From an optimization exercise on the open Yosys and OpenROAD flow, aimed at small area and a short achievable clock period; shortcuts taken in it are not production practice.
At most, simulation tests tie the RTL to the original design; equivalence was not proved.
No functional check of the RTL was part of run 1.
No activity file was given, so power comes from the tool's default toggle rates.

==> flow/design.v <==
`default_nettype none
module data_memory_bytelane #(
    parameter int XLEN        = 32,
    parameter int DEPTH_WORDS = 64,
    parameter int AW          = $clog2(DEPTH_WORDS)
) (
    input  logic            clk,
    input  logic            rst,
    input  logic            req_rd,
    input  logic            req_wr,
    input  logic [2:0]      funct3,
    input  logic [XLEN-1:0] addr,
    input  logic [XLEN-1:0] wdata,
    output logic            ready,
    output logic [XLEN-1:0] rdata,
    output logic            rvalid,
    output logic            fault
);
    localparam logic [AW-1:0] LAST_WORD = AW'(DEPTH_WORDS - 1);
    localparam int            HW        = AW / 2;           
    localparam int            NLO       = 1 << HW;
    localparam int            NHI       = 1 << (AW - HW);
    logic          r_ready;
    logic          r_clr;
    logic [AW-1:0] r_clr_cnt;
    logic          w_clr;
    logic          r_run;
    always_ff @(posedge clk or posedge rst) begin
        if (rst) begin
            r_ready   <= 1'b0;
            r_clr     <= 1'b1;
            r_clr_cnt <= '0;
        end else if (r_clr) begin
            r_clr_cnt <= r_clr_cnt + 1'b1;
            if (r_clr_cnt == LAST_WORD) begin
                r_ready <= 1'b1;
                r_clr   <= 1'b0;
            end
        end
    end
    assign ready = r_ready;
    assign w_clr = r_clr;
    assign r_run = !r_clr;
    logic r_par;
    always_ff @(posedge clk or posedge rst) begin
        if (rst) r_par <= 1'b0;
        else     r_par <= !r_par;
    end
    logic            w_accept;
    logic            w_bad;
    logic            w_fault;
    logic            w_load_ok;
    logic            w_store_ok;
    logic [1:0]      w_lane;
    logic [AW-1:0]   w_idx;
    logic [3:0]      w_be;
    logic [XLEN-1:0] w_wdata_rep;
    assign w_lane   = addr[1:0];
    assign w_idx    = addr[AW+1:2];
    assign w_accept = r_run && (req_rd || req_wr);
    always_comb begin
        w_bad = 1'b0;
        if (req_rd && req_wr) w_bad = 1'b1;
        if (req_rd && (funct3 == 3'b011 || funct3 == 3'b110 || funct3 == 3'b111)) w_bad = 1'b1;
        if (req_wr && (funct3[2] || funct3[1:0] == 2'b11)) w_bad = 1'b1;
        if (funct3[1:0] == 2'b01 && addr[0]) w_bad = 1'b1;
        if (funct3[1:0] == 2'b10 && addr[1:0] != 2'b00) w_bad = 1'b1;
        if (|addr[XLEN-1:AW+2]) w_bad = 1'b1;
    end
    assign w_fault    = w_accept && w_bad;
    assign w_load_ok  = w_accept && !w_bad && req_rd;
    assign w_store_ok = w_accept && !w_bad && req_wr;
    always_comb begin
        w_be        = 4'b0000;
        w_wdata_rep = wdata;
        case (funct3[1:0])
            2'b00: begin
                w_be[w_lane] = 1'b1;
                w_wdata_rep  = {4{wdata[7:0]}};
            end
            2'b01: begin
                w_be        = w_lane[1] ? 4'b1100 : 4'b0011;
                w_wdata_rep = {2{wdata[15:0]}};
            end
            default: begin
                w_be        = 4'b1111;
                w_wdata_rep = wdata;
            end
        endcase
        if (!w_store_ok) w_be = 4'b0000;
        if (w_clr)       w_be = 4'b1111;
    end
    logic [3:0] w_b0;
    logic       w_b1l1;
    logic       w_b1l3;
    logic       w_b23;
    logic [3:0] w_sg1;    
    logic [3:0] w_sg23;   
    always_comb begin
        w_b0   = 4'b0000;
        w_b1l1 = 1'b0;
        w_b1l3 = 1'b0;
        w_b23  = 1'b0;
        w_sg1  = 4'b0000;
        w_sg23 = 4'b0000;
        case (funct3[1:0])
            2'b00: begin
                w_b0[w_lane] = 1'b1;
                if (!funct3[2]) begin
                    w_sg1[w_lane]  = 1'b1;
                    w_sg23[w_lane] = 1'b1;
                end
            end
            2'b01: begin
                w_b0[{w_lane[1], 1'b0}] = 1'b1;
                w_b1l1 = !w_lane[1];
                w_b1l3 = w_lane[1];
                if (!funct3[2]) w_sg23[{w_lane[1], 1'b1}] = 1'b1;
            end
            default: begin
                w_b0[0] = 1'b1;
                w_b1l1  = 1'b1;
                w_b23   = 1'b1;
            end
        endcase
        if (!w_load_ok) begin
            w_b0   = 4'b0000;
            w_b1l1 = 1'b0;
            w_b1l3 = 1'b0;
            w_b23  = 1'b0;
            w_sg1  = 4'b0000;
            w_sg23 = 4'b0000;
        end
    end
    logic                   r_a_load;
    logic                   r_a_fault;
    logic [NLO-1:0]         r_a_lo_n;     
    logic [NHI-1:0]         r_a_hi_n;
    logic [3:0]             r_a_be_n;     
    logic [NLO-1:0]         r_b_lo;       
    logic [NHI-1:0]         r_b_hi;
    logic [XLEN-1:0]        r_a_col;
    logic [3:0]             r_a_b0;
    logic                   r_a_b1l1;
    logic                   r_a_b1l3;
    logic                   r_a_b23;
    logic [3:0]             r_a_sg1;
    logic [3:0]             r_a_sg23;
    always_ff @(posedge clk or posedge rst) begin
        if (rst) begin
            r_a_load  <= 1'b0;
            r_a_fault <= 1'b0;
        end else begin
            r_a_load  <= w_load_ok;
            r_a_fault <= w_fault;
        end
    end
    always_ff @(posedge clk) begin
        for (int i = 0; i < NLO; i++) begin
            r_a_lo_n[i] <= !(w_clr || w_idx[HW-1:0] == HW'(i));
        end
        for (int i = 0; i < NHI; i++) begin
            r_a_hi_n[i] <= !(w_clr || w_idx[AW-1:HW] == (AW-HW)'(i));
        end
        for (int i = 0; i < NLO; i++) begin
            r_b_lo[i] <= w_clr || w_idx[HW-1:0] == HW'(i);
        end
        for (int i = 0; i < NHI; i++) begin
            r_b_hi[i] <= w_clr || w_idx[AW-1:HW] == (AW-HW)'(i);
        end
        r_a_be_n <= ~w_be;
        for (int b = 0; b < XLEN; b++) begin
            r_a_col[b] <= w_be[b/8] ? ((!w_clr && w_wdata_rep[b]) ^ !r_par) : 1'b1;
        end
        r_a_b0   <= w_b0;
        r_a_b1l1 <= w_b1l1;
        r_a_b1l3 <= w_b1l3;
        r_a_b23  <= w_b23;
        r_a_sg1  <= w_sg1;
        r_a_sg23 <= w_sg23;
    end
    logic [DEPTH_WORDS-1:0][XLEN-1:0] mem;
    logic [DEPTH_WORDS-1:0] w_row_n;      
    for (genvar i = 0; i < DEPTH_WORDS; i++) begin : g_word
        logic [3:0] w_sel;
        logic       w_nsel;
        assign w_sel      = ~({4{r_a_hi_n[i / NLO] | r_a_lo_n[i % NLO]}} | r_a_be_n);
        assign w_nsel     = !(r_b_hi[i / NLO] && r_b_lo[i % NLO]);
        assign w_row_n[i] = w_nsel;
        for (genvar b = 0; b < XLEN; b++) begin : g_bit
            always_ff @(posedge clk) begin
                mem[i][b] <= !((mem[i][b] | w_sel[b/8]) & (w_nsel | r_a_col[b]));
            end
        end
    end
    logic [XLEN-1:0] w_raw_n;
    logic [XLEN-1:0] w_word;
    for (genvar b = 0; b < XLEN; b++) begin : g_rd
        logic [DEPTH_WORDS/2-1:0] w_l1;
        for (genvar p = 0; p < DEPTH_WORDS / 2; p++) begin : g_pair
            dm_rd_pair u_pair (
                .m0 (mem[2*p][b]),   .rn0(w_row_n[2*p]),
                .m1 (mem[2*p+1][b]), .rn1(w_row_n[2*p+1]),
                .y  (w_l1[p])
            );
        end
        dm_or32 u_or (.a(w_l1), .y(w_raw_n[b]));
    end
    assign w_word = w_raw_n ^ {XLEN{!r_par}};
    logic [XLEN-1:0] w_ext;
    logic [3:0]      w_sign;
    logic            w_fill1;
    logic            w_fill2;
    logic            w_fill3;
    assign w_sign = {w_word[31], w_word[23], w_word[15], w_word[7]};
    dm_fill u_fill1 (.sg(r_a_sg1),  .s(w_sign), .y(w_fill1));
    dm_fill u_fill2 (.sg(r_a_sg23), .s(w_sign), .y(w_fill2));
    dm_fill u_fill3 (.sg(r_a_sg23), .s(w_sign), .y(w_fill3));
    always_comb begin
        w_ext[7:0] = '0;
        for (int k = 0; k < 4; k++) begin
            w_ext[7:0] = w_ext[7:0] | ({8{r_a_b0[k]}} & w_word[8*k +: 8]);
        end
        w_ext[15:8]  = ({8{r_a_b1l1}} & w_word[15:8]) | ({8{r_a_b1l3}} & w_word[31:24])
                     | {8{w_fill1}};
        w_ext[23:16] = ({8{r_a_b23}} & w_word[23:16]) | {8{w_fill2}};
        w_ext[31:24] = ({8{r_a_b23}} & w_word[31:24]) | {8{w_fill3}};
    end
    always_ff @(posedge clk or posedge rst) begin
        if (rst) begin
            rdata  <= '0;
            rvalid <= 1'b0;
            fault  <= 1'b0;
        end else begin
            rvalid <= r_a_load;
            fault  <= r_a_fault;
            if (r_a_load || r_a_fault) begin
                rdata <= w_ext;
            end
        end
    end
endmodule
`default_nettype wire
`default_nettype none
module dm_rd_pair (
    input  logic m0,
    input  logic rn0,
    input  logic m1,
    input  logic rn1,
    output logic y
);
    assign y = !((m0 | rn0) & (m1 | rn1));
endmodule
module dm_fill (
    input  logic [3:0] sg,
    input  logic [3:0] s,
    output logic       y
);
    assign y = |(sg & s);
endmodule
module dm_nor2 (
    input  logic a,
    input  logic b,
    output logic y
);
    assign y = !(a | b);
endmodule
module dm_nand2 (
    input  logic a,
    input  logic b,
    output logic y
);
    assign y = !(a & b);
endmodule
module dm_nand4 (
    input  logic a,
    input  logic b,
    input  logic c,
    input  logic d,
    output logic y
);
    assign y = !(a & b & c & d);
endmodule
module dm_or32 (
    input  logic [31:0] a,
    output logic        y
);
    logic [15:0] l1;
    logic [3:0]  l2;
    logic [1:0]  l3;
    for (genvar i = 0; i < 16; i++) begin : g_l1
        dm_nor2 u (.a(a[2*i]), .b(a[2*i+1]), .y(l1[i]));
    end
    for (genvar i = 0; i < 4; i++) begin : g_l2
        dm_nand4 u (.a(l1[4*i]), .b(l1[4*i+1]), .c(l1[4*i+2]), .d(l1[4*i+3]), .y(l2[i]));
    end
    for (genvar i = 0; i < 2; i++) begin : g_l3
        dm_nor2 u (.a(l2[2*i]), .b(l2[2*i+1]), .y(l3[i]));
    end
    dm_nand2 u_l4 (.a(l3[0]), .b(l3[1]), .y(y));
endmodule
`default_nettype wire
==> flow/run.sh <==
#!/bin/bash
# synth_recipe.tcl (not shown) runs the flow's synth.tcl, then flattens the netlist and writes it again
# the make line also repeats each setting of config.mk as NAME=value (left out here)
make -C /OpenROAD-flow-scripts/flow DESIGN_CONFIG=/design/flow/config.mk WORK_HOME=/design/flow/orfs CLKGATE_MAP_FILE= SYNTH_SCRIPT=/design/flow/synth_recipe.tcl finish
==> flow/config.mk <==
export PLATFORM = sky130hd
export DESIGN_NAME = data_memory_bytelane
export DESIGN_NICKNAME = data_memory_bytelane
export VERILOG_FILES = /design/flow/design.v
export SDC_FILE = /design/flow/constraint.sdc
export NUM_CORES = 4
export LEC_CHECK = 0
export CAP_MARGIN = 20
export CORE_MARGIN = 2
export CORE_UTILIZATION = 40
export CTS_BUF_LIST = sky130_fd_sc_hd__clkbuf_16
export CTS_CLUSTER_DIAMETER = 60
export CTS_CLUSTER_SIZE = 30
export SETUP_SLACK_MARGIN = 3.0
export SLEW_MARGIN = 20
export SYNTH_HIERARCHICAL = 1
==> flow/constraint.sdc <==
create_clock -name core_clock -period 5.5 [get_ports {clk}]
set_input_delay 1.1000 -clock core_clock [delete_from_list [all_inputs] [get_ports {clk}]]
set_output_delay 1.1000 -clock core_clock [all_outputs]
set_load 0.01 [all_outputs]
==> results of run 1 <==
sequential cells by signal (all words and copies together), names as in the netlist:
register and flops:
fault 1, mem 2048, r_a_b0 4, r_a_b1l1 1, r_a_b1l3 1, r_a_b23 1, r_a_be_n 4, r_a_col 32
r_a_fault 1, r_a_hi_n 8, r_a_lo_n 8, r_a_load 1, r_a_sg1 4, r_a_sg23 4, r_b_hi 8, r_b_lo 8
r_clr 1, r_clr_cnt 6, r_par 1, r_ready 1, rdata 32, rvalid 1
cells by family after synthesis:
family,count (synthesis),synth area share
fa+ha+maj,1,0.000173
compound gates,3222,0.279
buf+inv,561,0.0293
flops,2176,0.606
simple gates,1293,0.0761
xor+xnor,56,0.00679
mux,17,0.00237
metal layers:
metal  global-route usage  vias to the layer above  wire length (µm)
li1                     -                    29200                 -
met5                    0                        -                54
met1                0.382                    33100            113000
met3               0.0707                      889             31200
met4                0.166                        8             18400
met2                0.439                     4055            124000
Yosys stat by module, one instance, submodules excluded, excerpt:
module,cells inside,times used,area [µm²]
data_memory_bytelane,5557,1,62700
dm_nor2,1,576,3.75
dm_fill,3,3,18.8
dm_rd_pair,1,1024,6.26
dm_nand4,1,128,6.26
dm_nand2,1,32,3.75
final cells by class:
| class | instances | area, µm² |
|---|---|---|
| inverters | 30 | 114 |
| diodes | 4 | 10.0 |
| well taps | 2355 | 2950 |
| multi-input cells | 4647 | 29000 |
| flip-flops and latches | 2176 | 43900 |
| fillers | 16200 | 92600 |
| repair buffers | 519 | 5890 |
| clock buffers | 140 | 3500 |
| clock inverters | 96 | 1100 |
cells in the final DEF, fill, tap and decap left out, drive strengths merged, types with 7 or more instances in the layout:
cell and count:
a21oi 59, a221o 7, a22oi 22, buf 425, bufbuf 15, clkbuf 149, clkdlybuf4s50 68, clkinv 35
dfrtp 44, dfxtp 2131, inv 82, mux2i 16, nand2 225, nand2b 20, nand3 11, nand4 131
nor2 877, nor2b 14, nor3 14, nor4 10, o21ai 22, o22ai 3093, o31ai 7, or2 40
xnor2 54
through the flow:
step	instances	power (mW)	hold WS, ps	utilization
after global routing	9966	28.3	398	0.483
after CTS	9890	27.6	374	0.476
after detailed placement	9397	16.5	355	0.422
final	9967	27.7	372	0.483
after floorplan	7326	16.3	346	-
after global placement	9397	16.5	363	0.422
cells in the mapped netlist (all sizes together) (2+ instances only):
| master | count | share of area |
|---|---|---|
| o22ai | 3093 | 0.27 |
| dfxtp | 2131 | 0.59 |
| nor2 | 877 | 0.046 |
| clkbuf | 486 | 0.025 |
| nand2 | 167 | 0.0087 |
| nand4 | 131 | 0.011 |
| a21oi | 59 | 0.0041 |
| xnor2 | 54 | 0.0065 |
| buf | 45 | 0.0025 |
| dfrtp | 44 | 0.015 |
| or2 | 40 | 0.0035 |
| inv | 28 | 0.0015 |
| a22oi | 22 | 0.0023 |
| o21ai | 22 | 0.0015 |
| nand2b | 20 | 0.0017 |
| mux2i | 16 | 0.0022 |
| nor2b | 14 | 0.0012 |
| nor3 | 14 | 0.00097 |
| nand3 | 11 | 0.00076 |
| nor4 | 10 | 0.0012 |
| a221o | 7 | 0.00097 |
| o31ai | 7 | 0.00073 |
| o21bai | 4 | 0.00042 |
| a21o | 2 | 0.00021 |
| a31oi | 2 | 0.00017 |
| and2 | 2 | 0.00017 |
| clkinv | 2 | 0.00010 |
| nand3b | 2 | 0.00038 |
| or3 | 2 | 0.00017 |
| xor2 | 2 | 0.00024 |
worst paths after layout:
kind / startpoint / slack (ps) / cells past startpoint / endpoint
max: r_b_hi[7] / 2630 / 13 / rdata[12]
min: r_a_load / 370 / 0 / rvalid
max reg2reg: r_b_hi[7] / 2630 / 13 / rdata[12]
min reg2reg: r_a_load / 370 / 0 / rvalid
max in group asynchronous: rst / 4130 / 2 / r_par
min in group asynchronous: rst / 780 / 2 / r_a_load
power breakdown:
| part | switching, mW | internal [mW] | total [mW] |
|---|---|---|---|
| combinational | 0.369 | 0.222 | 0.591 |
| clock | 6.13 | 5.11 | 11.2 |
| sequential | 0.0646 | 15.8 | 15.8 |
| total | 6.56 | 21.1 | 27.7 |
what timing repair did:
item                                    in CTS  in global routing
cloned                                      68                 14
pin swaps                                  157                120
gates resized for setup                    677                108
endpoints found under the setup margin     116                 79
hold buffers                                 0                  0
setup buffers                              189                 57
==> flow_metrics.tcl, run 1 <==
set metrics [dict create \
    status "no timing/DRC/antenna violations" \
    vias_per_cell 6.74 \
    setup_viol 0 \
    die_h_um 429 \
    syn_area_um2 72200 \
    yosys_warnings 7 \
    path_buf_inv 2 \
    area_delta_synth_final_pct 19.7 \
    drc 0 \
    cts_buffers 130 \
    grt_max_degree 65 \
    clockBufferDepth 3 \
    max_stage_delay_ps 370 \
    synthesis.nets 7398 \
    synth_flop_cell "dfxtp_1" \
    hpwl_mm 167 \
    synth-edff-count 0 \
    clkSinkCount 2176 \
    pin_count 106 \
    post-route-cell-area_um2 86500 \
    die_x_um 429 \
    die_area_um2 184000 \
    max_freq_ghz 0.349 \
    final_nets 7576 \
    grt_pass1_wl_mm 410 \
    dp_slack_ps 1520 \
    min_period_over_period 0.521 \
    htreeDepth 4 \
    max-vdd-ir-drop_mv 0.257 \
    synth-async-reset-ratio 0.0207 \
    grt_usage 0.292 \
    rsz0062_at_grt "yes" \
    hold_path_class "register to register" \
    avgSynthCellArea_um2 9.86 \
    tritoncts "done" \
    crit_slowest_cell "dfxtp_4" \
    insertion_delay_ps 830 \
    placed_area_um2 75500 \
    path_cells "buf_12 -> nand2_8 -> buf_12 -> o22ai_1 -> nor2_1 -> nand4_1 -> nor2_4 -> nand2_4 -> xnor2_4 -> a22oi_2 -> nand2_2 -> nor2b_4 -> a21oi_2" \
    num_rows 155 \
    critPathKind "register to register" \
    core_um2 179000 \
    critPathTopFamily "simple AND/OR/NAND/NOR gates" \
    p_leak_nw 30.8 \
    ys_ff_latch 2176 \
    seq_area_frac_synth 0.606 \
    grt_pass1_vias 61600 \
    drtIter0Drc 8550 \
    start_kind "register" \
    final.setup.tns_ps 0 \
    syn_inst 7326 \
    dr.pass1.iters 8 \
    path_max_fanout 10 \
    antenna_found_initial 9 \
    wirelength_mm 286 \
    worstMarginPinSlew_ps 1180 \
    initial_utilization 0.403 \
    overflow 0 \
    period_minus_slack_ps 2870 \
    slew_viol_final 0 \
    fin_skew_ps 40.9 \
    fin_ws_ps 2630 \
    power_density_nw_per_um2 320 \
    worstPathRequired_ps 6180 \
    crit_top_cell "buf_12" \
    crit_arrival_ps 3550 \
    yosysUniqueCellTypes 46 \
    dr_total_vias 67200 \
    clockRootBuffer "clkbuf_16" \
    wl_per_cell_um 28.7 \
    port_buffers 105 \
    crit_path_end_kind "register" \
    place.gp.congestion 0.900 \
    max_cap_violations 0 \
    final_hold_viol_count 0 \
    drive_gt1_frac 0.142 \
    relSlewSlack 0.214 \
    ant_nets 0 \
    clk_pin_slew_ps 90 \
]
==> inputs of run 2 (changes only) <==
--- a/flow/design.v
+++ b/flow/design.v
@@ -136,4 +136,3 @@
     logic                   r_a_fault;
-    logic [NLO-1:0]         r_a_lo_n;     
-    logic [NHI-1:0]         r_a_hi_n;
+    logic [DEPTH_WORDS-1:0] r_a_row_n;    
     logic [3:0]             r_a_be_n;     
@@ -158,7 +157,4 @@
     always_ff @(posedge clk) begin
-        for (int i = 0; i < NLO; i++) begin
-            r_a_lo_n[i] <= !(w_clr || w_idx[HW-1:0] == HW'(i));
-        end
-        for (int i = 0; i < NHI; i++) begin
-            r_a_hi_n[i] <= !(w_clr || w_idx[AW-1:HW] == (AW-HW)'(i));
+        for (int i = 0; i < DEPTH_WORDS; i++) begin
+            r_a_row_n[i] <= !(w_clr || w_idx == AW'(i));
         end
@@ -182,3 +178,2 @@
     logic [DEPTH_WORDS-1:0][XLEN-1:0] mem;
-    logic [DEPTH_WORDS-1:0] w_row_n;      
     for (genvar i = 0; i < DEPTH_WORDS; i++) begin : g_word
@@ -186,5 +181,4 @@
         logic       w_nsel;
-        assign w_sel      = ~({4{r_a_hi_n[i / NLO] | r_a_lo_n[i % NLO]}} | r_a_be_n);
-        assign w_nsel     = !(r_b_hi[i / NLO] && r_b_lo[i % NLO]);
-        assign w_row_n[i] = w_nsel;
+        assign w_sel  = ~({4{r_a_row_n[i]}} | r_a_be_n);
+        assign w_nsel = !(r_b_hi[i / NLO] && r_b_lo[i % NLO]);
         for (genvar b = 0; b < XLEN; b++) begin : g_bit
@@ -195,3 +189,3 @@
     end
-    logic [XLEN-1:0] w_raw_n;
+    logic [XLEN-1:0] w_raw;
     logic [XLEN-1:0] w_word;
@@ -201,4 +195,4 @@
             dm_rd_pair u_pair (
-                .m0 (mem[2*p][b]),   .rn0(w_row_n[2*p]),
-                .m1 (mem[2*p+1][b]), .rn1(w_row_n[2*p+1]),
+                .m0 (mem[2*p][b]),   .rn0(r_a_row_n[2*p]),
+                .m1 (mem[2*p+1][b]), .rn1(r_a_row_n[2*p+1]),
                 .y  (w_l1[p])
@@ -206,23 +200,34 @@
         end
-        dm_or32 u_or (.a(w_l1), .y(w_raw_n[b]));
+        dm_or32_n u_or (.a(w_l1), .y(w_raw[b]));
+        dm_xor2 u_par (.a(w_raw[b]), .b(r_par), .y(w_word[b]));
     end
-    assign w_word = w_raw_n ^ {XLEN{!r_par}};
-    logic [XLEN-1:0] w_ext;
-    logic [3:0]      w_sign;
-    logic            w_fill1;
-    logic            w_fill2;
-    logic            w_fill3;
-    assign w_sign = {w_word[31], w_word[23], w_word[15], w_word[7]};
-    dm_fill u_fill1 (.sg(r_a_sg1),  .s(w_sign), .y(w_fill1));
-    dm_fill u_fill2 (.sg(r_a_sg23), .s(w_sign), .y(w_fill2));
-    dm_fill u_fill3 (.sg(r_a_sg23), .s(w_sign), .y(w_fill3));
-    always_comb begin
-        w_ext[7:0] = '0;
-        for (int k = 0; k < 4; k++) begin
-            w_ext[7:0] = w_ext[7:0] | ({8{r_a_b0[k]}} & w_word[8*k +: 8]);
-        end
-        w_ext[15:8]  = ({8{r_a_b1l1}} & w_word[15:8]) | ({8{r_a_b1l3}} & w_word[31:24])
-                     | {8{w_fill1}};
-        w_ext[23:16] = ({8{r_a_b23}} & w_word[23:16]) | {8{w_fill2}};
-        w_ext[31:24] = ({8{r_a_b23}} & w_word[31:24]) | {8{w_fill3}};
+    logic            w_hold;
+    logic [XLEN-1:0] w_d;
+    logic [3:1]      w_fa;
+    logic [3:1]      w_fb;
+    assign w_hold = !(r_a_load || r_a_fault);
+    dm_a22oi u_f1a (.a1(r_a_sg1[0]),  .a2(w_word[7]),  .b1(r_a_sg1[1]),  .b2(w_word[15]), .y(w_fa[1]));
+    dm_a22oi u_f1b (.a1(r_a_sg1[2]),  .a2(w_word[23]), .b1(r_a_sg1[3]),  .b2(w_word[31]), .y(w_fb[1]));
+    dm_a22oi u_f2a (.a1(r_a_sg23[0]), .a2(w_word[7]),  .b1(r_a_sg23[1]), .b2(w_word[15]), .y(w_fa[2]));
+    dm_a22oi u_f2b (.a1(r_a_sg23[2]), .a2(w_word[23]), .b1(r_a_sg23[3]), .b2(w_word[31]), .y(w_fb[2]));
+    dm_a22oi u_f3a (.a1(r_a_sg23[0]), .a2(w_word[7]),  .b1(r_a_sg23[1]), .b2(w_word[15]), .y(w_fa[3]));
+    dm_a22oi u_f3b (.a1(r_a_sg23[2]), .a2(w_word[23]), .b1(r_a_sg23[3]), .b2(w_word[31]), .y(w_fb[3]));
+    for (genvar k = 0; k < 8; k++) begin : g_ext
+        logic w_x0, w_z0, w_x1, w_x2, w_x3;
+        dm_a222oi u_x0 (.a1(w_hold), .a2(rdata[k]),
+                        .b1(r_a_b0[0]), .b2(w_word[k]),
+                        .c1(r_a_b0[1]), .c2(w_word[8+k]), .y(w_x0));
+        dm_a22oi  u_z0 (.a1(r_a_b0[2]), .a2(w_word[16+k]),
+                        .b1(r_a_b0[3]), .b2(w_word[24+k]), .y(w_z0));
+        dm_nand2  u_d0 (.a(w_x0), .b(w_z0), .y(w_d[k]));
+        dm_a222oi u_x1 (.a1(w_hold), .a2(rdata[8+k]),
+                        .b1(r_a_b1l1), .b2(w_word[8+k]),
+                        .c1(r_a_b1l3), .c2(w_word[24+k]), .y(w_x1));
+        dm_nand3  u_d1 (.a(w_x1), .b(w_fa[1]), .c(w_fb[1]), .y(w_d[8+k]));
+        dm_a22oi  u_x2 (.a1(w_hold), .a2(rdata[16+k]),
+                        .b1(r_a_b23), .b2(w_word[16+k]), .y(w_x2));
+        dm_nand3  u_d2 (.a(w_x2), .b(w_fa[2]), .c(w_fb[2]), .y(w_d[16+k]));
+        dm_a22oi  u_x3 (.a1(w_hold), .a2(rdata[24+k]),
+                        .b1(r_a_b23), .b2(w_word[24+k]), .y(w_x3));
+        dm_nand3  u_d3 (.a(w_x3), .b(w_fa[3]), .c(w_fb[3]), .y(w_d[24+k]));
     end
@@ -236,5 +241,3 @@
             fault  <= r_a_fault;
-            if (r_a_load || r_a_fault) begin
-                rdata <= w_ext;
-            end
+            rdata  <= w_d;
         end
@@ -253,9 +256,2 @@
 endmodule
-module dm_fill (
-    input  logic [3:0] sg,
-    input  logic [3:0] s,
-    output logic       y
-);
-    assign y = |(sg & s);
-endmodule
 module dm_nor2 (
@@ -274,3 +270,3 @@
 endmodule
-module dm_nand4 (
+module dm_nand3 (
     input  logic a,
@@ -278,8 +274,34 @@
     input  logic c,
-    input  logic d,
     output logic y
 );
-    assign y = !(a & b & c & d);
+    assign y = !(a & b & c);
+endmodule
+module dm_xor2 (
+    input  logic a,
+    input  logic b,
+    output logic y
+);
+    assign y = a ^ b;
+endmodule
+module dm_a22oi (
+    input  logic a1,
+    input  logic a2,
+    input  logic b1,
+    input  logic b2,
+    output logic y
+);
+    assign y = !((a1 & a2) | (b1 & b2));
 endmodule
-module dm_or32 (
+module dm_a222oi (
+    input  logic a1,
+    input  logic a2,
+    input  logic b1,
+    input  logic b2,
+    input  logic c1,
+    input  logic c2,
+    output logic y
+);
+    assign y = !((a1 & a2) | (b1 & b2) | (c1 & c2));
+endmodule
+module dm_or32_n (
     input  logic [31:0] a,
@@ -288,4 +310,5 @@
     logic [15:0] l1;
-    logic [3:0]  l2;
-    logic [1:0]  l3;
+    logic [7:0]  l2;
+    logic [3:0]  l3;
+    logic [1:0]  l4;
     for (genvar i = 0; i < 16; i++) begin : g_l1
@@ -293,9 +316,12 @@
     end
-    for (genvar i = 0; i < 4; i++) begin : g_l2
-        dm_nand4 u (.a(l1[4*i]), .b(l1[4*i+1]), .c(l1[4*i+2]), .d(l1[4*i+3]), .y(l2[i]));
+    for (genvar i = 0; i < 8; i++) begin : g_l2
+        dm_nand2 u (.a(l1[2*i]), .b(l1[2*i+1]), .y(l2[i]));
     end
-    for (genvar i = 0; i < 2; i++) begin : g_l3
+    for (genvar i = 0; i < 4; i++) begin : g_l3
         dm_nor2 u (.a(l2[2*i]), .b(l2[2*i+1]), .y(l3[i]));
     end
-    dm_nand2 u_l4 (.a(l3[0]), .b(l3[1]), .y(y));
+    for (genvar i = 0; i < 2; i++) begin : g_l4
+        dm_nand2 u (.a(l3[2*i]), .b(l3[2*i+1]), .y(l4[i]));
+    end
+    dm_nor2 u_l5 (.a(l4[0]), .b(l4[1]), .y(y));
 endmodule
--- a/flow/config.mk
+++ b/flow/config.mk
@@ -9,3 +9,3 @@
 export CORE_MARGIN = 2
-export CORE_UTILIZATION = 40
+export CORE_UTILIZATION = 62
 export CTS_BUF_LIST = sky130_fd_sc_hd__clkbuf_16
==> flow_metrics.tcl, run 2 <==
set metrics [dict create \
    clockBufferDepth 3 \
    avgSynthCellArea_um2 9.79 \
    pin_count 106 \
    die_h_um 348 \
    synth-edff-count 0 \
    path_max_fanout 9 \
    post-route-cell-area_um2 82000 \
    max_freq_ghz 0.392 \
    wl_per_cell_um 28.6 \
    critPathKind "input pin to register" \
    mostFrequentLayoutCells "o22ai_1, dfxtp_1, nor2_1" \
    fin_util 0.697 \
    clk_pin_slew_ps 90 \
    fin_skew_ps 31.9 \
    htreeDepth 4 \
    max_cap_violations 0 \
    final_hold_viol_count 0 \
    reg2reg_from "r_b_lo[1]" \
    p_leak_nw 29.7 \
    final_cells 9107 \
    setup_viol 0 \
    tritoncts "done" \
    area_delta_synth_final_pct 11.7 \
    syn_inst 7504 \
    place_inst 8784 \
    vias_per_cell 7.24 \
    synthesis.nets 7576 \
    overflow 0 \
    max-vdd-ir-drop_mv 0.323 \
    period_minus_slack_ps 2550 \
    die_x_um 348 \
    hpwl_mm 160 \
    yosysUniqueCellTypes 49 \
    largest_reg_flops 2048 \
    critical_path.startpoint "addr[4]" \
    final_nets 7534 \
    reg.largest.list "mem x2048, r_a_row_n x64" \
    seq_area_frac_synth 0.609 \
    power_density_nw_per_um2 339 \
    cts_buffers 144 \
    dr.pass1.iters 8 \
    synth-async-reset-ratio 0.0202 \
    worstPathRequired_ps 6100 \
    hold_path_class "register to register" \
    yosys_warnings 7 \
    status "no timing/DRC/antenna violations" \
    drc 0 \
    worst_hold_slack_ps 435 \
    num_rows 126 \
    p_total_mw 27.8 \
    ys_top_cells_by_count "o22ai_1, dfxtp_1, nor2_1" \
    syn_area_um2 73500 \
    core_um2 118000 \
    ys_top_cells_by_area "dfxtp_1, o22ai_1, nor2_1" \
    slew_viol_final 0 \
    clockRootBuffer "clkbuf_16" \
    synth_top_area_share 0.594 \
    n_fill_cell 8949 \
    ys_ff_latch 2224 \
    min_period_over_period 0.463 \
    ant_nets 0 \
    grt_usage 0.409 \
    clkSinkCount 2224 \
    worstMarginPinSlew_ps 1260 \
    insertion_delay_ps 790 \
    crit_path_end_kind "register" \
    grt_pass1_wl_mm 380 \
    dp_slack_ps 1410 \
    initial_utilization 0.624 \
    hold_start "mem[18]" \
    antenna_found_initial 9 \
    rsz0062_at_grt "yes" \
    place.gp.congestion 0.939 \
    grt_pass1_vias 60600 \
    crit_arrival_ps 3150 \
    grt_max_degree 65 \
    synth_flop_cell "dfxtp_1" \
    hold_buffers 0 \
    wirelength_mm 260 \
    drtIter0Drc 9149 \
    relSlewSlack 0.158 \
    final.setup.tns_ps 0 \
    drive_gt1_frac 0.0974 \
    dr_total_vias 66000 \
    port_buffers 105 \
    die_area_um2 121000 \
    synth_top_cell_by_area "dfxtp_1" \
    regArea_um2 45100 \
    top_register "mem" \
    synth_most_common_cell "o22ai_1" \
    final_common_cell "o22ai_1" \
    placed_area_um2 75800 \
    fin_ws_ps 2950 \
    multi_input_area_um2 27200 \
    start_kind "input pin" \
]
## run 2: layout make-up
class / instances / area share
Sequential cell: 2224 / 0.549
Multi-Input combinational cell: 4785 / 0.332
Clock buffer: 147 / 0.0448
Timing Repair Buffer: 297 / 0.0367
Tap cell: 1536 / 0.0234
Clock inverter: 102 / 0.0129
Inverter: 10 / 0.000458
Antenna cell: 6 / 0.000183
## run 2: logic make-up after synthesis
kind of cell	count (synthesis)	synth area share
fa+ha+maj	2	0.000324
simple gates	1517	0.0794
flops	2224	0.609
mux	25	0.00383
buf+inv	496	0.0259
compound gates	3194	0.276
xor+xnor	46	0.00549
## run 2: report_power, final
part	internal, mW	leakage [nW]	switching (mW)
logic	0.107	8.52	0.229
registers	16.1	18.9	0.0358
clock network	5.46	2.31	5.92
total	21.6	29.7	6.18
## run 2: worst paths after layout
check                      slack, ps  cells past startpoint             to
max in group asynchronous       4090                      3          r_par
max                             2950                      4  r_a_row_n[62]
min reg2reg                      440                      1        mem[18]
min                              440                      1        mem[18]
max reg2reg                     2960                      3       mem[302]
min in group asynchronous        860                      3   r_clr_cnt[3]
## run 2: timing repair
item                       in CTS  in global routing
pin swaps                       7                  5
setup buffers                  30                 35
gates resized for setup       353                125
setup endpoints to repair     119                 81
cloned                          0                  1
## run 2: routing by layer
layer | part of all wire | GRT usage
met1 | 0.40 | 0.582
met2 | 0.41 | 0.568
met3 | 0.13 | 0.118
met4 | 0.054 | 0.201
met5 | 0.00035 | 0.00120
## run 2: critical path, cell delays in order
cell and delay (ps):
clkdlybuf4s50_1 670, inv_1 230, o21ai_2 950, nand2_1 190
## run 2: modules after synthesis, one instance, submodules excluded, a selection
| module | times used | cells | area (µm²) | flip-flops and latches |
|---|---|---|---|---|
| dm_nand3 | 24 | 1 | 5.00 | 0 |
| dm_nor2 | 672 | 1 | 3.75 | 0 |
| data_memory_bytelane | 1 | 5378 | 62400 | 2224 |
| dm_xor2 | 32 | 1 | 8.76 | 0 |
| dm_rd_pair | 1024 | 1 | 6.26 | 0 |
| dm_a22oi | 30 | 1 | 12.5 | 0 |
| dm_a222oi | 16 | 1 | 10.0 | 0 |
| dm_nand2 | 328 | 1 | 3.75 | 0 |
==> inputs of run 3 (changes only) <==
--- a/flow/config.mk
+++ b/flow/config.mk
@@ -13,3 +13,3 @@
 export CTS_CLUSTER_SIZE = 30
-export SETUP_SLACK_MARGIN = 3.0
+export SETUP_SLACK_MARGIN = 3.3
 export SLEW_MARGIN = 20
==> flow_metrics.tcl, run 3 <==
set metrics [dict create \
    combPwrFrac 0.015 \
    rsz0062_at_grt "yes" \
    cts_buffers 144 \
    start_kind "register" \
    syn_area_um2 73500 \
    path_buf_inv 1 \
    yosys_warnings 7 \
    internal_power_mw 21.9 \
    mostFrequentLayoutCells "o22ai_1, dfxtp_1, nor2_1" \
    grt_max_degree 65 \
    area_delta_synth_final_pct 20.4 \
    worstMarginPinSlew_ps 1260 \
    power_density_nw_per_um2 321 \
    seq_area_frac_synth 0.609 \
    ys_top_cells_by_area "dfxtp_1, o22ai_1, nor2_1" \
    ys_ff_latch 2224 \
    port_buffers 105 \
    final_common_cell "o22ai_1" \
    hold_path_class "register to register" \
    final.setup.tns_ps 0 \
    syn_inst 7504 \
    grt_pass1_vias 63000 \
    max-vdd-ir-drop_mv 0.367 \
    n_fill_cell 8100 \
    ant_nets 0 \
    synthesis.nets 7576 \
    path_max_fanout 2 \
    clkSinkCount 2224 \
    wl_per_cell_um 30.1 \
    drtIter0Drc 10100 \
    synth_top_cell_by_area "dfxtp_1" \
    overflow 0 \
    insertion_delay_ps 830 \
    pin_count 106 \
    synth_most_common_cell "o22ai_1" \
    placed_area_um2 75300 \
    initial_utilization 0.624 \
    avgSynthCellArea_um2 9.79 \
    pwr-share-seq 0.568 \
    grt_usage 0.437 \
    wirelength_mm 285 \
    clk_pin_slew_ps 90 \
    htreeDepth 4 \
    grt_pass1_wl_mm 401 \
    status "no timing/DRC/antenna violations" \
    min_period_over_period 0.468 \
    place.gp.congestion 0.986 \
    die_area_um2 121000 \
    vias_per_cell 7.36 \
    largest_reg_flops 2048 \
    multi_input_area_um2 29300 \
    dr_total_vias 69600 \
    final_nets 7877 \
    yosysUniqueCellTypes 49 \
    final_hold_viol_count 0 \
    critPathKind "register to primary output" \
    post-route-cell-area_um2 88400 \
    crit_path_end_kind "primary output" \
    clockBufferDepth 3 \
    hold_buffers 0 \
    tritoncts "done" \
    core_um2 118000 \
    dr.pass1.iters 10 \
    top_register "mem" \
    p_leak_nw 32.5 \
    hpwl_mm 159 \
    antenna_found_initial 12 \
    ys_top_cells_by_count "o22ai_1, dfxtp_1, nor2_1" \
    drive_gt1_frac 0.190 \
    crit_arrival_ps 1470 \
    period_minus_slack_ps 2570 \
    synth_top_area_share 0.594 \
    synth_flop_cell "dfxtp_1" \
    max_cap_violations 0 \
    slew_viol_final 0 \
    setup_viol 0 \
    die_h_um 348 \
    worstPathRequired_ps 4400 \
    path_cells "buf_6" \
    crit_slowest_cell "dfrtp_2" \
    drc 0 \
    synth-async-reset-ratio 0.0202 \
    synth-edff-count 0 \
    swShare 0.226 \
    fin_skew_ps 44.2 \
    die_x_um 348 \
    reg.largest.list "mem x2048, r_a_row_n x64" \
    max_stage_delay_ps 510 \
    max_freq_ghz 0.388 \
    clockPowerShare 0.417 \
    clockRootBuffer "clkbuf_16" \
    critPathTopFamily "flip-flops" \
    num_rows 126 \
    relSlewSlack 0.161 \
    regArea_um2 45200 \
    switching_power_mw 6.40 \
]
## run 3: timing repair
| item | in CTS | in global routing |
|---|---|---|
| pin swaps | 61 | 292 |
| endpoints found under the setup margin | 905 | 294 |
| gates cloned | 3 | 14 |
| buffers inserted | 289 | 180 |
| gates resized for setup | 613 | 424 |
## run 3: path summary, 6_finish.rpt
kind	startpoint	to	slack, ps	cells after the start
setup / recovery	rdata[12]	rdata[12]	2930	1
hold / removal	mem[1899]	mem[1899]	440	1
setup reg to reg	r_a_row_n[1]	rdata[2]	3130	11
hold reg to reg	mem[1899]	mem[1899]	440	1
max in group asynchronous	rst	fault	4120	3
min in group asynchronous	rst	rdata[13]	820	3
## run 3: area by class of cell
cell class,count,share of cell area
sequential,2224,0.511
multi-input combinational,4787,0.331
timing repair buffer,638,0.0793
clock buffer,146,0.0413
tap,1536,0.0217
clock inverter,109,0.0149
inverter,10,0.000453
antenna,5,0.000142
## run 3: logic make-up after synthesis
group           synth area share
compound gates             0.276
xor+xnor                 0.00549
fa+ha+maj               0.000324
buf+inv                   0.0259
flops                      0.609
mux                      0.00383
simple gates              0.0794
## run 3: per-module statistics from Yosys (local to each module, per instance), a selection
| module | times used | cells | flip-flops and latches |
|---|---|---|---|
| data_memory_bytelane | 1 | 5378 | 2224 |
| dm_a222oi | 16 | 1 | 0 |
| dm_a22oi | 30 | 1 | 0 |
| dm_nand2 | 328 | 1 | 0 |
| dm_nand3 | 24 | 1 | 0 |
| dm_nor2 | 672 | 1 | 0 |
| dm_rd_pair | 1024 | 1 | 0 |
| dm_xor2 | 32 | 1 | 0 |
## run 3: stage by stage
step                power (mW)  setup slack [ps]  instances   util  hold WS [ps]
CTS                       28.2              2910       9255  0.719           439
finish                    28.3              2930       9455  0.751           436
global placement          16.8              1540       8700  0.638           417
floorplan                 16.6              3070       7504      -           372
detailed placement        16.8              1460       8708  0.640           428
global route              29.0              2900       9450  0.751           446
## run 3: per-layer routing
| layer | GRT usage | share of wire | vias up |
|---|---|---|---|
| met3 | 0.124 | 0.14 | 969 |
| met4 | 0.251 | 0.063 | 18 |
| met5 | 0 | 0.00044 | - |
| met1 | 0.609 | 0.38 | 33700 |
| li1 | - | - | 29700 |
| met2 | 0.605 | 0.41 | 5220 |
## run 3: power groups by stage
| stage | combinational, mW | sequential (mW) | clock [mW] |
|---|---|---|---|
| 2_1_floorplan | 0.130 | 16.5 | 0 |
| 3_3_place_gp | 0.249 | 16.5 | 0 |
| 3_5_place_dp | 0.252 | 16.5 | 0 |
| 4_1_cts | 0.341 | 16.1 | 11.8 |
| 5_1_grt | 0.418 | 16.1 | 12.4 |
| 6_report | 0.412 | 16.1 | 11.8 |
==> inputs of run 4 (changes only) <==
--- a/flow/config.mk
+++ b/flow/config.mk
@@ -9,3 +9,3 @@
 export CORE_MARGIN = 2
-export CORE_UTILIZATION = 62
+export CORE_UTILIZATION = 40
 export CTS_BUF_LIST = sky130_fd_sc_hd__clkbuf_16
@@ -13,3 +13,3 @@
 export CTS_CLUSTER_SIZE = 30
-export SETUP_SLACK_MARGIN = 3.3
+export SETUP_SLACK_MARGIN = 3.0
 export SLEW_MARGIN = 20
==> flow_metrics.tcl, run 4 <==
set metrics [dict create \
    drtIter0Drc 7356 \
    synth_top_family_by_area "compound AO/OA/AOI/OAI gates" \
    clkSinkCount 2224 \
    ys_ff_latch 2224 \
    largest_reg_flops 2048 \
    path_cells "buf_6" \
    htreeDepth 4 \
    die_x_um 433 \
    power_density_nw_per_um2 338 \
    path_buf_inv 1 \
    cts_buffers 142 \
    overflow 0 \
    final_hold_viol_count 0 \
    synth-edff-count 0 \
    worstPathRequired_ps 4400 \
    synth_top_area_share 0.594 \
    setup_viol 0 \
    synth_top_cell_by_area "dfxtp_1" \
    relSlewSlack 0.216 \
    crit_path_end_kind "primary output" \
    period_minus_slack_ps 2630 \
    hpwl_mm 168 \
    synthesis.nets 7576 \
    rsz0062_at_grt "yes" \
    insertion_delay_ps 840 \
    ys_top_cells_by_area "dfxtp_1, o22ai_1, nor2_1" \
    n_fill_cell 17100 \
    start_kind "register" \
    vias_per_cell 6.45 \
    wirelength_mm 262 \
    port_buffers 105 \
    drive_gt1_frac 0.107 \
    final.setup.tns_ps 0 \
    max_freq_ghz 0.381 \
    clockRootBuffer "clkbuf_16" \
    synthAdderAreaFrac 0.000324 \
    max_stage_delay_ps 520 \
    dr_total_vias 64200 \
    synth-async-reset-ratio 0.0202 \
    yosys_warnings 7 \
    max_cap_violations 0 \
    grt_usage 0.266 \
    final_nets 7522 \
    pin_count 106 \
    ant_nets 0 \
    die_h_um 433 \
    grt_pass1_wl_mm 383 \
    synth_compound_area_frac 0.276 \
    synthSimpleGateAreaFrac 0.0794 \
    worst_hold_slack_ps 436 \
    min_period_over_period 0.478 \
    final_common_cell "o22ai_1" \
    top_register "mem" \
    place.gp.congestion 0.949 \
    synth_most_common_cell "o22ai_1" \
    grt_pass1_vias 59700 \
    status "no timing/DRC/antenna violations" \
    synth-xor-area-share 0.00549 \
    p_leak_nw 30.0 \
    placed_area_um2 76900 \
    hold_buffers 0 \
    ys_top_cells_by_count "o22ai_1, dfxtp_1, nor2_1" \
    core_um2 183000 \
    antenna_found_initial 5 \
    slew_viol_final 0 \
    initial_utilization 0.402 \
    num_rows 157 \
    crit_slowest_cell "dfrtp_2" \
    path_max_fanout 2 \
    crit_arrival_ps 1530 \
    final_cells 9956 \
    fin_skew_ps 49.3 \
    wl_per_cell_um 26.3 \
    area_delta_synth_final_pct 13.9 \
    avgSynthCellArea_um2 9.79 \
    tritoncts "done" \
    place_inst 9627 \
    worstMarginPinSlew_ps 1180 \
    critPathTopFamily "flip-flops" \
    synthMuxAreaShare 0.00383 \
    dr.pass1.iters 9 \
    grt_max_degree 65 \
    seq_area_frac_synth 0.609 \
    hold_path_class "register to register" \
    syn_inst 7504 \
    critPathKind "register to primary output" \
    clk_pin_slew_ps 90 \
    mostFrequentLayoutCells "o22ai_1, dfxtp_1, nor2_1" \
    syn_area_um2 73500 \
    post-route-cell-area_um2 83700 \
    synth_flop_cell "dfxtp_1" \
    drc 0 \
    max-vdd-ir-drop_mv 0.303 \
    die_area_um2 187000 \
    yosysUniqueCellTypes 49 \
    clockBufferDepth 3 \
    reg.largest.list "mem x2048, r_a_row_n x64" \
]
==> run 4: layout make-up <==
| cell class | instances | area [µm²] | share of cell area |
|---|---|---|---|
| inverter | 10 | 37.5 | 0.000448 |
| tap | 2385 | 2980 | 0.0357 |
| timing repair buffer | 288 | 3120 | 0.0372 |
| sequential | 2224 | 45100 | 0.539 |
| clock inverter | 120 | 1480 | 0.0177 |
| antenna | 3 | 7.51 | 0.0000897 |
| multi-input combinational | 4784 | 27400 | 0.328 |
| clock buffer | 142 | 3550 | 0.0425 |
==> run 4: kinds of logic after synthesis <==
group                      count (synthesis)
adders and majority gates                  2
AOI/OAI and AO/OA                       3194
muxes                                     25
buffers and inverters                    496
DFF                                     2224
xor gates and xnor gates                  46
and+or+nand+nor                         1517
==> run 4: worst paths after layout <==
check / endpoint / cells after the start / start / slack, ps
setup / recovery: ready / 1 / r_ready / 2870
hold / removal: mem[100] / 1 / mem[100] / 440
setup reg to reg: rdata[4] / 10 / r_a_row_n[36] / 2960
hold reg to reg: mem[100] / 1 / mem[100] / 440
max in group asynchronous: r_clr / 3 / rst / 3920
min in group asynchronous: rvalid / 2 / rst / 730
==> run 4: worst reg2reg max path, delay by kind of cell, from the launching register on <==
family	cells	cell delay (ps)
flops	1	450
buf+inv	1	190
simple gates	6	1220
xor+xnor	1	340
compound gates	2	280
==> run 4: metal layers <==
layer,GRT usage,share of wire,vias up
met2,0.399,0.44,2965
met3,0.0474,0.083,521
met1,0.360,0.42,31700
li1,-,-,29000
met4,0.153,0.059,0
met5,0,0,-
==> run 4: power by group <==
| part | leakage [nW] | switching, mW | internal, mW |
|---|---|---|---|
| Combinational | 8.64 | 0.194 | 0.107 |
| Sequential | 18.9 | 0.0467 | 16.1 |
| Clock | 2.44 | 6.38 | 5.47 |
| Total | 30.0 | 6.62 | 21.6 |
==> run 4: timing repair <==
| item | in CTS | in global routing |
|---|---|---|
| pin swaps | 6 | 7 |
| gates resized for setup | 400 | 129 |
| setup buffers | 18 | 44 |
| endpoints found under the setup margin | 101 | 75 |
| gates cloned | 0 | 2 |
==> run 4: Yosys stat by module (local to each module, per instance), a selection <==
| module | cells | area (µm²) |
|---|---|---|
| data_memory_bytelane | 5378 | 62400 |
| dm_rd_pair | 1 | 6.26 |
| dm_nor2 | 1 | 3.75 |
| dm_xor2 | 1 | 8.76 |
| dm_nand3 | 1 | 5.00 |
| dm_a22oi | 1 | 12.5 |
| dm_a222oi | 1 | 10.0 |
| dm_nand2 | 1 | 3.75 |
==> run 4: per-stage QoR <==
stage / setup slack, ps / util / power, mW
after floorplan: 3020 / - / 16.6
after global placement: 1590 / 0.419 / 16.8
after detailed placement: 1510 / 0.421 / 16.8
after CTS: 2850 / 0.453 / 28.4
after global routing: 2840 / 0.458 / 29.1
final: 2870 / 0.458 / 28.3
==> inputs of run 5 (changes only) <==
--- a/flow/config.mk
+++ b/flow/config.mk
@@ -9,5 +9,5 @@
 export CORE_MARGIN = 2
-export CORE_UTILIZATION = 40
+export CORE_UTILIZATION = 62
 export CTS_BUF_LIST = sky130_fd_sc_hd__clkbuf_16
-export CTS_CLUSTER_DIAMETER = 60
+export CTS_CLUSTER_DIAMETER = 90
 export CTS_CLUSTER_SIZE = 30
==> flow_metrics.tcl, run 5 <==
set metrics [dict create \
    port_buffers 105 \
    period_minus_slack_ps 2510 \
    post-route-cell-area_um2 79700 \
    max_freq_ghz 0.398 \
    critPathKind "register to register" \
    synth_top_area_share 0.594 \
    final_common_cell "o22ai_1" \
    fin_util 0.677 \
    final_cells 8978 \
    core_um2 118000 \
    r2r_setup_slack_ps 2990 \
    num_rows 126 \
    path_max_fanout 11 \
    synth-async-reset-ratio 0.0202 \
    drc 0 \
    relSlewSlack 0.189 \
    crit_path_end_kind "register" \
    reg.largest.list "mem x2048, r_a_row_n x64" \
    avgSynthCellArea_um2 9.79 \
    rsz0062_at_grt "yes" \
    setup_viol 0 \
    worstMarginPinSlew_ps 1220 \
    max_stage_delay_ps 430 \
    ys_top_cells_by_count "o22ai_1, dfxtp_1, nor2_1" \
    place.gp.congestion 0.939 \
    hpwl_mm 160 \
    area_delta_synth_final_pct 8.54 \
    fin_ws_ps 2990 \
    synth_most_common_cell "o22ai_1" \
    grt_pass1_wl_mm 377 \
    synth-edff-count 0 \
    placed_area_um2 75800 \
    slew_viol_final 0 \
    grt_max_degree 65 \
    largest_reg_flops 2048 \
    die_area_um2 121000 \
    crit_arrival_ps 3110 \
    p_total_mw 24.2 \
    die_h_um 348 \
    pin_count 106 \
    p_leak_nw 28.7 \
    clk_pin_slew_ps 110 \
    max_cap_violations 0 \
    final.setup.tns_ps 0 \
    reg2reg_depth 10 \
    grt_pass1_vias 59600 \
    synth_top_cell_by_area "dfxtp_1" \
    worstPathRequired_ps 6100 \
    antenna_found_initial 9 \
    yosys_warnings 7 \
    die_x_um 348 \
    fin_skew_ps 40.9 \
    wirelength_mm 259 \
    hold_buffers 0 \
    htreeDepth 3 \
    yosysUniqueCellTypes 49 \
    tritoncts "done" \
    power_density_nw_per_um2 303 \
    vias_per_cell 7.29 \
    crit_slowest_cell "dfxtp_4" \
    clkSinkCount 2224 \
    clockRootBuffer "clkbuf_16" \
    seq_area_frac_synth 0.609 \
    synth_flop_cell "dfxtp_1" \
    worst_hold_slack_ps 440 \
    wl_per_cell_um 28.8 \
    critPathTopFamily "simple AND/OR/NAND/NOR gates" \
    status "no timing/DRC/antenna violations" \
    syn_area_um2 73500 \
    path_buf_inv 1 \
    dp_slack_ps 1410 \
    insertion_delay_ps 730 \
    place_inst 8784 \
    ys_top_cells_by_area "dfxtp_1, o22ai_1, nor2_1" \
    n_fill_cell 9279 \
    path_cells "buf_4 -> o22ai_1 -> nor2_1 -> nand2_1 -> nor2_4 -> nand2_1 -> nor2_1 -> xor2_2 -> a222oi_1 -> nand3_1" \
    grt_usage 0.406 \
    ant_nets 0 \
    start_kind "register" \
    top_register "mem" \
    cp.depth 10 \
    overflow 0 \
    clockBufferDepth 3 \
    synthesis.nets 7576 \
    syn_inst 7504 \
    initial_utilization 0.624 \
    mostFrequentLayoutCells "o22ai_1, dfxtp_1, nor2_1" \
    drtIter0Drc 8940 \
    final_hold_viol_count 0 \
    dr.pass1.iters 9 \
    dr_total_vias 65500 \
    cts_buffers 84 \
    drive_gt1_frac 0.0835 \
    hold_path_depth 1 \
    final_nets 7496 \
    ys_ff_latch 2224 \
    hold_path_class "register to register" \
    max-vdd-ir-drop_mv 0.345 \
    min_period_over_period 0.457 \
]
## run 5: metal layers
layer,vias to the layer above,global-route usage,part of all wire
li1,28800,-,-
met1,31900,0.584,0.41
met2,4120,0.569,0.41
met3,646,0.108,0.13
met4,14,0.185,0.052
met5,-,0,0.00034
## run 5: area by class of cell
class	count	area, µm²	area share
Clock buffer	87	2180	0.0273
Inverter	10	37.5	0.000471
Tap cell	1536	1920	0.0241
Clock inverter	13	80.1	0.00100
Sequential cell	2224	45100	0.565
Multi-Input combinational cell	4785	27200	0.342
Antenna cell	4	10.0	0.000126
Timing Repair Buffer	319	3200	0.0401
## run 5: Yosys stat by module, one instance, submodules excluded, excerpt
module                cells inside  copies in the design  flip-flops and latches
data_memory_bytelane          5378                     1                    2224
dm_rd_pair                       1                  1024                       0
dm_nand3                         1                    24                       0
dm_nor2                          1                   672                       0
dm_nand2                         1                   328                       0
dm_xor2                          1                    32                       0
dm_a22oi                         1                    30                       0
dm_a222oi                        1                    16                       0
## run 5: logic make-up after synthesis
| kind of cell | synth area share |
|---|---|
| buffers and inverters | 0.0259 |
| AOI/OAI and AO/OA | 0.276 |
| muxes | 0.00383 |
| DFF | 0.609 |
| adders and majority gates | 0.000324 |
| and+or+nand+nor | 0.0794 |
| xor gates and xnor gates | 0.00549 |
## run 5: timing repair
item                                    4_1_cts  5_1_grt
pin swaps                                     8        6
setup buffers                                34       52
gates resized for setup                     334      151
endpoints found under the setup margin      131       75
gates cloned                                  1        2
## run 5: worst paths after layout
check,start,to
max,r_a_row_n[0],rdata[15]
min,mem[212],mem[212]
max reg2reg,r_a_row_n[0],rdata[15]
min reg2reg,mem[212],mem[212]
max in group asynchronous,rst,r_par
min in group asynchronous,rst,rdata[2]
## run 5: report_power, final
part           internal (mW)  leakage [nW]  switching (mW)  total, mW
logic                  0.109          8.64           0.229      0.338
clock network           2.88          1.14            4.85       7.74
registers               16.1          18.9          0.0351       16.1
==> inputs of run 6 (changes only) <==
--- a/flow/config.mk
+++ b/flow/config.mk
@@ -9,6 +9,6 @@
 export CORE_MARGIN = 2
-export CORE_UTILIZATION = 62
-export CTS_BUF_LIST = sky130_fd_sc_hd__clkbuf_16
-export CTS_CLUSTER_DIAMETER = 90
-export CTS_CLUSTER_SIZE = 30
+export CORE_UTILIZATION = 40
+export CTS_BUF_LIST = sky130_fd_sc_hd__clkbuf_8 sky130_fd_sc_hd__clkbuf_16
+export CTS_CLUSTER_DIAMETER = 50
+export CTS_CLUSTER_SIZE = 16
 export SETUP_SLACK_MARGIN = 3.0
==> flow_metrics.tcl, run 6 <==
set metrics [dict create \
    status "no timing/DRC/antenna violations" \
    critical_path.startpoint "rdata[7]" \
    synth-async-reset-ratio 0.0202 \
    path_cells "buf_6" \
    clockBufferDepth 3 \
    pin_count 106 \
    core_um2 183000 \
    crit_slowest_cell "dfrtp_2" \
    syn_inst 7504 \
    wirelength_mm 263 \
    fin_skew_ps 43.8 \
    seq_area_frac_synth 0.609 \
    grt_max_degree 65 \
    synthesis.nets 7576 \
    syn_area_um2 73500 \
    die_area_um2 187000 \
    worstPathRequired_ps 4400 \
    worst_hold_slack_ps 432 \
    insertion_delay_ps 870 \
    synth_top_cell_by_area "dfxtp_1" \
    top_register "mem" \
    max-vdd-ir-drop_mv 0.267 \
    min_period_over_period 0.476 \
    num_rows 157 \
    die_h_um 433 \
    synth-edff-count 0 \
    clk_pin_slew_ps 70 \
    crit_arrival_ps 1520 \
    worstMarginPinSlew_ps 1140 \
    setup_viol 0 \
    yosys_warnings 7 \
    path_max_fanout 2 \
    die_x_um 433 \
    fin_util 0.463 \
    ys_ff_latch 2224 \
    hold_buffers 0 \
    final_common_cell "o22ai_1" \
    reg.largest.list "mem x2048, r_a_row_n x64" \
    hold_path_class "register to register" \
    final.setup.tns_ps 0 \
    reg2reg_from "r_a_row_n[36]" \
    grt_usage 0.267 \
    max_cap_violations 0 \
    htreeDepth 4 \
    area_delta_synth_final_pct 15.2 \
    hpwl_mm 168 \
    mostFrequentLayoutCells "o22ai_1, dfxtp_1, nor2_1" \
    largest_reg_flops 2048 \
    synth_most_common_cell "o22ai_1" \
    crit_path_end_kind "primary output" \
    port_buffers 105 \
    relSlewSlack 0.243 \
    place.gp.congestion 0.949 \
    clkSinkCount 2224 \
    start_kind "register" \
    drtIter0Drc 7309 \
    overflow 0 \
    final_nets 7565 \
    avgSynthCellArea_um2 9.79 \
    critPathTopFamily "flip-flops" \
    yosysUniqueCellTypes 49 \
    tritoncts "done" \
    antenna_found_initial 5 \
    hold_start "mem[1160]" \
    slew_viol_final 0 \
    final_hold_viol_count 0 \
    power_density_nw_per_um2 350 \
    initial_utilization 0.402 \
    synth_flop_cell "dfxtp_1" \
    synth_top_area_share 0.594 \
    max_stage_delay_ps 510 \
    ant_nets 0 \
    n_fill_cell 17000 \
    ys_top_cells_by_area "dfxtp_1, o22ai_1, nor2_1" \
    p_leak_nw 30.5 \
    drive_gt1_frac 0.109 \
    clockRootBuffer "clkbuf_16" \
    critPathKind "register to primary output" \
    drc 0 \
    ys_top_cells_by_count "o22ai_1, dfxtp_1, nor2_1" \
    period_minus_slack_ps 2620 \
    dr_total_vias 64300 \
    wl_per_cell_um 26.3 \
    dr.pass1.iters 6 \
    cts_buffers 182 \
    vias_per_cell 6.43 \
    grt_pass1_wl_mm 385 \
    grt_pass1_vias 60100 \
    rsz0062_at_grt "yes" \
    path_buf_inv 1 \
    max_freq_ghz 0.382 \
]
## run 6: cell counts after synthesis
Identical to the previous run, type by type.
## run 6: metrics by stage
step | setup slack [ps] | std cells | cell area (µm²) | total power [mW]
floorplan | 3020 | 7504 | 73500 | 16.6
global placement | 1590 | 9610 | 76600 | 16.8
detailed placement | 1510 | 9627 | 76900 | 16.8
CTS | 2840 | 9942 | 83500 | 29.8
global route | 2840 | 9993 | 84600 | 30.5
finish | 2880 | 9993 | 84600 | 29.6
## run 6: kinds of logic (layout without fill, tap and decap cells)
logic type | after synthesis | count (layout) | synth area share
fa+ha+maj | 2 | 2 | 0.000324
simple gates | 1517 | 1517 | 0.0794
other cells | 0 | 2 | 0
flops | 2224 | 2224 | 0.609
compound gates | 3194 | 3194 | 0.276
buf+inv | 496 | 598 | 0.0259
xor+xnor | 46 | 46 | 0.00549
mux | 25 | 25 | 0.00383
## run 6: Yosys stat by module, one instance, submodules excluded, excerpt
module                cells inside  times used  flops+latches
dm_a22oi                         1          30              0
dm_xor2                          1          32              0
data_memory_bytelane          5378           1           2224
dm_nand2                         1         328              0
dm_rd_pair                       1        1024              0
dm_nor2                          1         672              0
dm_a222oi                        1          16              0
dm_nand3                         1          24              0
## run 6: path summary, 6_finish.rpt
| check | end | slack, ps | cells after the start |
|---|---|---|---|
| setup / recovery | rdata[7] | 2880 | 1 |
| hold / removal | mem[1160] | 430 | 1 |
| setup reg to reg | rdata[4] | 2950 | 10 |
| hold reg to reg | mem[1160] | 430 | 1 |
| max in group asynchronous | r_clr | 3930 | 3 |
| min in group asynchronous | rvalid | 720 | 2 |
## run 6: metal layers
metal,track usage,vias up,part of all wire
li1,-,29000,-
met1,0.360,31700,0.41
met2,0.401,2995,0.44
met3,0.0498,543,0.084
met4,0.152,0,0.059
met5,0,-,0
## run 6: final cells by class
class / instances / area (µm²) / share of cell area
well taps: 2385 / 2980 / 0.0353
inverters: 10 / 37.5 / 0.000444
flip-flops and latches: 2224 / 45100 / 0.533
clock buffers: 200 / 4810 / 0.0569
diodes: 2 / 5.00 / 0.0000592
clock inverters: 97 / 1110 / 0.0132
multi-input cells: 4784 / 27400 / 0.324
repair buffers: 291 / 3160 / 0.0374
## run 6: repair_timing
action | CTS | global route
setup endpoints to repair | 102 | 74
setup buffers | 18 | 47
gates cloned | 0 | 2
pin swaps | 6 | 5
gates resized for setup | 395 | 129
## run 6: power by group
group	switching, mW	total (mW)	internal [mW]
clock	6.21	13.2	6.99
combinational	0.194	0.302	0.107
sequential	0.0475	16.1	16.1
total	6.46	29.6	23.2
==> inputs of run 7 (changes only) <==
==> flow/flow/run.sh (new file) <==
#!/bin/bash
# Layout flow: the standard flow, with one extra step after placement
# that moves each output port's buffer next to the flip-flop driving it,
# so the flip-flop sees a short wire and the strong port buffer drives the
# long wire to the pin. Every tool's output goes to a log file here.
set -euo pipefail
cd "$(dirname "$0")/.."
bash standard.sh place > std_place.log 2>&1
R=orfs/results/${FLOW_PLATFORM}/data_memory_bytelane/base
export MOVE_DB_IN=$R/3_place.odb
export MOVE_DB_OUT=$R/3_place_moved.odb
OPENROAD=$(command -v openroad || echo ${FLOW_HOME}/../tools/install/OpenROAD/bin/openroad)
"$OPENROAD" -no_init -exit flow/move_out_bufs.tcl > move_out_bufs.log 2>&1
cp $R/3_place_moved.odb $R/3_place.odb
touch $R/3_place.odb
bash standard.sh finish > std_finish.log 2>&1
==> flow/flow/move_out_bufs.tcl (new file) <==
# Move each output port buffer next to the register that drives it, then
# legalize the placement.
read_db $::env(MOVE_DB_IN)
set block [ord::get_db_block]
set moved 0
foreach bt [$block getBTerms] {
  if {[$bt getIoType] ne "OUTPUT"} continue
  set net [$bt getNet]
  set buf ""
  foreach it [$net getITerms] {
    if {[$it isOutputSignal]} { set buf [$it getInst] }
  }
  if {$buf eq ""} continue
  set src ""
  foreach it [$buf getITerms] {
    if {[$it isInputSignal]} {
      set inet [$it getNet]
      foreach it2 [$inet getITerms] {
        if {[$it2 isOutputSignal]} { set src [$it2 getInst] }
      }
    }
  }
  if {$src eq ""} continue
  set loc [$src getLocation]
  $buf setLocation [lindex $loc 0] [lindex $loc 1]
  $buf setPlacementStatus PLACED
  puts "moved [$buf getName] next to [$src getName] at $loc"
  incr moved
}
puts "moved $moved buffers"
detailed_placement
check_placement -verbose
write_db $::env(MOVE_DB_OUT)
==> flow/standard.sh (new file) <==
#!/bin/bash
# synth_recipe.tcl (not shown) runs the flow's synth.tcl, then flattens the netlist and writes it again
# the make line also repeats each setting of config.mk as NAME=value (left out here)
make -C /OpenROAD-flow-scripts/flow DESIGN_CONFIG=/design/flow/config.mk WORK_HOME=/design/flow/orfs CLKGATE_MAP_FILE= SYNTH_SCRIPT=/design/flow/synth_recipe.tcl "${@:-finish}"
--- a/flow/config.mk
+++ b/flow/config.mk
@@ -9,6 +9,6 @@
 export CORE_MARGIN = 2
-export CORE_UTILIZATION = 40
-export CTS_BUF_LIST = sky130_fd_sc_hd__clkbuf_8 sky130_fd_sc_hd__clkbuf_16
-export CTS_CLUSTER_DIAMETER = 50
-export CTS_CLUSTER_SIZE = 16
+export CORE_UTILIZATION = 62
+export CTS_BUF_LIST = sky130_fd_sc_hd__clkbuf_16
+export CTS_CLUSTER_DIAMETER = 60
+export CTS_CLUSTER_SIZE = 30
 export SETUP_SLACK_MARGIN = 3.0
removed: flow/run.sh
==> flow_metrics.tcl, run 7 <==
set metrics [dict create \
    status "no timing/DRC/antenna violations" \
    clockPowerShare 0.410 \
    port_buffers 105 \
    fin_skew_ps 26.9 \
    rsz0062_at_grt "yes" \
    dr_total_vias 66000 \
    die_area_um2 121000 \
    top_register "mem" \
    seq_area_frac_synth 0.609 \
    drtIter0Drc 8716 \
    grt_max_degree 65 \
    ys_top_cells_by_area "dfxtp_1, o22ai_1, nor2_1" \
    synth_flop_cell "dfxtp_1" \
    max-vdd-ir-drop_mv 0.369 \
    path_buf_inv 2 \
    period_minus_slack_ps 2600 \
    path_max_fanout 9 \
    avgSynthCellArea_um2 9.79 \
    clockBufferDepth 3 \
    overflow 0 \
    min_period_over_period 0.473 \
    synth-edff-count 0 \
    final_common_cell "o22ai_1" \
    ys_ff_latch 2224 \
    wirelength_mm 261 \
    yosysUniqueCellTypes 49 \
    swShare 0.220 \
    num_rows 126 \
    grt_usage 0.411 \
    path_cells "clkdlybuf4s50_1 -> inv_1 -> o31ai_4 -> nand2_1" \
    clockRootBuffer "clkbuf_16" \
    p_leak_nw 29.7 \
    syn_area_um2 73500 \
    drc 0 \
    multi_input_area_um2 27200 \
    critPathKind "input pin to register" \
    max_cap_violations 0 \
    tritoncts "done" \
    max_stage_delay_ps 1040 \
    worstPathRequired_ps 6100 \
    mostFrequentLayoutCells "o22ai_1, dfxtp_1, nor2_1" \
    slew_viol_final 0 \
    die_x_um 348 \
    pin_count 106 \
    ant_nets 0 \
    fin_util 0.694 \
    setup_viol 0 \
    clkSinkCount 2224 \
    htreeDepth 4 \
    vias_per_cell 7.25 \
    core_um2 118000 \
    syn_inst 7504 \
    pwr-share-seq 0.577 \
    clk_pin_slew_ps 90 \
    final_nets 7524 \
    dr.pass1.iters 6 \
    place.gp.congestion 0.939 \
    hold_path_class "register to register" \
    antenna_found_initial 8 \
    hpwl_mm 160 \
    insertion_delay_ps 780 \
    final_hold_viol_count 0 \
    drive_gt1_frac 0.0928 \
    reg.largest.list "mem x2048, r_a_row_n x64" \
    cts_buffers 143 \
    max_freq_ghz 0.384 \
    synth_top_area_share 0.594 \
    grt_pass1_wl_mm 381 \
    largest_reg_flops 2048 \
    initial_utilization 0.624 \
    synth_top_cell_by_area "dfxtp_1" \
]
-- run 7: cell counts after synthesis --
Identical to the previous run, type by type.
-- run 7: modules after synthesis (local to each module, per instance), a selection --
module	cell area, µm²	copies in the design	cells
data_memory_bytelane	62400	1	5378
dm_a22oi	12.5	30	1
dm_a222oi	10.0	16	1
dm_xor2	8.76	32	1
dm_rd_pair	6.26	1024	1
dm_nand3	5.00	24	1
dm_nand2	3.75	328	1
dm_nor2	3.75	672	1
-- run 7: stage by stage --
stage               hold WS (ps)  cell area, µm²  power [mW]  setup slack [ps]  instances
floorplan                    354           73500        16.6              3020       7504
global placement             417           75700        16.8              1490       8780
detailed placement           428           75800        16.8              1410       8784
CTS                          439           80800        27.8              3000       9051
global route                 444           81800        28.5              2920       9098
finish                       436           81800        27.9              2900       9101
-- run 7: cell families (layout without fill, tap and decap cells) --
group | after synthesis | after routing | synth area share
AOI/OAI and AO/OA | 3194 | 3194 | 0.276
DFF | 2224 | 2224 | 0.609
and+or+nand+nor | 1517 | 1518 | 0.0794
buffers and inverters | 496 | 552 | 0.0259
xor gates and xnor gates | 46 | 46 | 0.00549
muxes | 25 | 25 | 0.00383
adders and majority gates | 2 | 2 | 0.000324
other | 0 | 4 | 0
-- run 7: path summary, 6_finish.rpt --
check	startpoint	endpoint	slack [ps]	cells after the start
setup / recovery	addr[4]	r_a_row_n[52]	2900	4
hold / removal	mem[1453]	mem[1453]	440	1
setup reg to reg	r_b_lo[1]	mem[310]	2950	3
hold reg to reg	mem[1453]	mem[1453]	440	1
max in group asynchronous	rst	r_par	4120	3
min in group asynchronous	rst	r_clr_cnt[3]	860	3
-- run 7: power groups by stage --
stage	sequential [mW]	combinational, mW	clock [mW]
6_report	16.1	0.338	11.4
5_1_grt	16.1	0.347	12.1
4_1_cts	16.1	0.307	11.4
3_5_place_dp	16.5	0.302	0
3_3_place_gp	16.5	0.301	0
2_1_floorplan	16.5	0.127	0
-- run 7: final cells by class --
class                      count  share of cell area
tap                         1536              0.0235
inverter                      10            0.000459
clock inverter               109              0.0140
sequential                  2224               0.550
timing repair buffer         288              0.0340
multi-input combinational   4785               0.333
antenna                        4            0.000122
clock buffer                 145              0.0444
-- run 7: what timing repair did --
action / in CTS / in global routing
gates resized for setup: 319 / 143
hold buffers: 0 / 0
cloned: 0 / 1
endpoints found under the hold margin: 0 / 0
buffers inserted: 13 / 43
setup endpoints to repair: 118 / 58
pin swaps: 7 / 7
-- run 7: layer usage --
layer | GRT usage | wire, µm | vias up
met1 | 0.578 | 104000 | 32000
met2 | 0.571 | 108000 | 4244
met4 | 0.202 | 14000 | 12
li1 | - | - | 29000
met5 | 0 | 80 | -
met3 | 0.127 | 35700 | 743
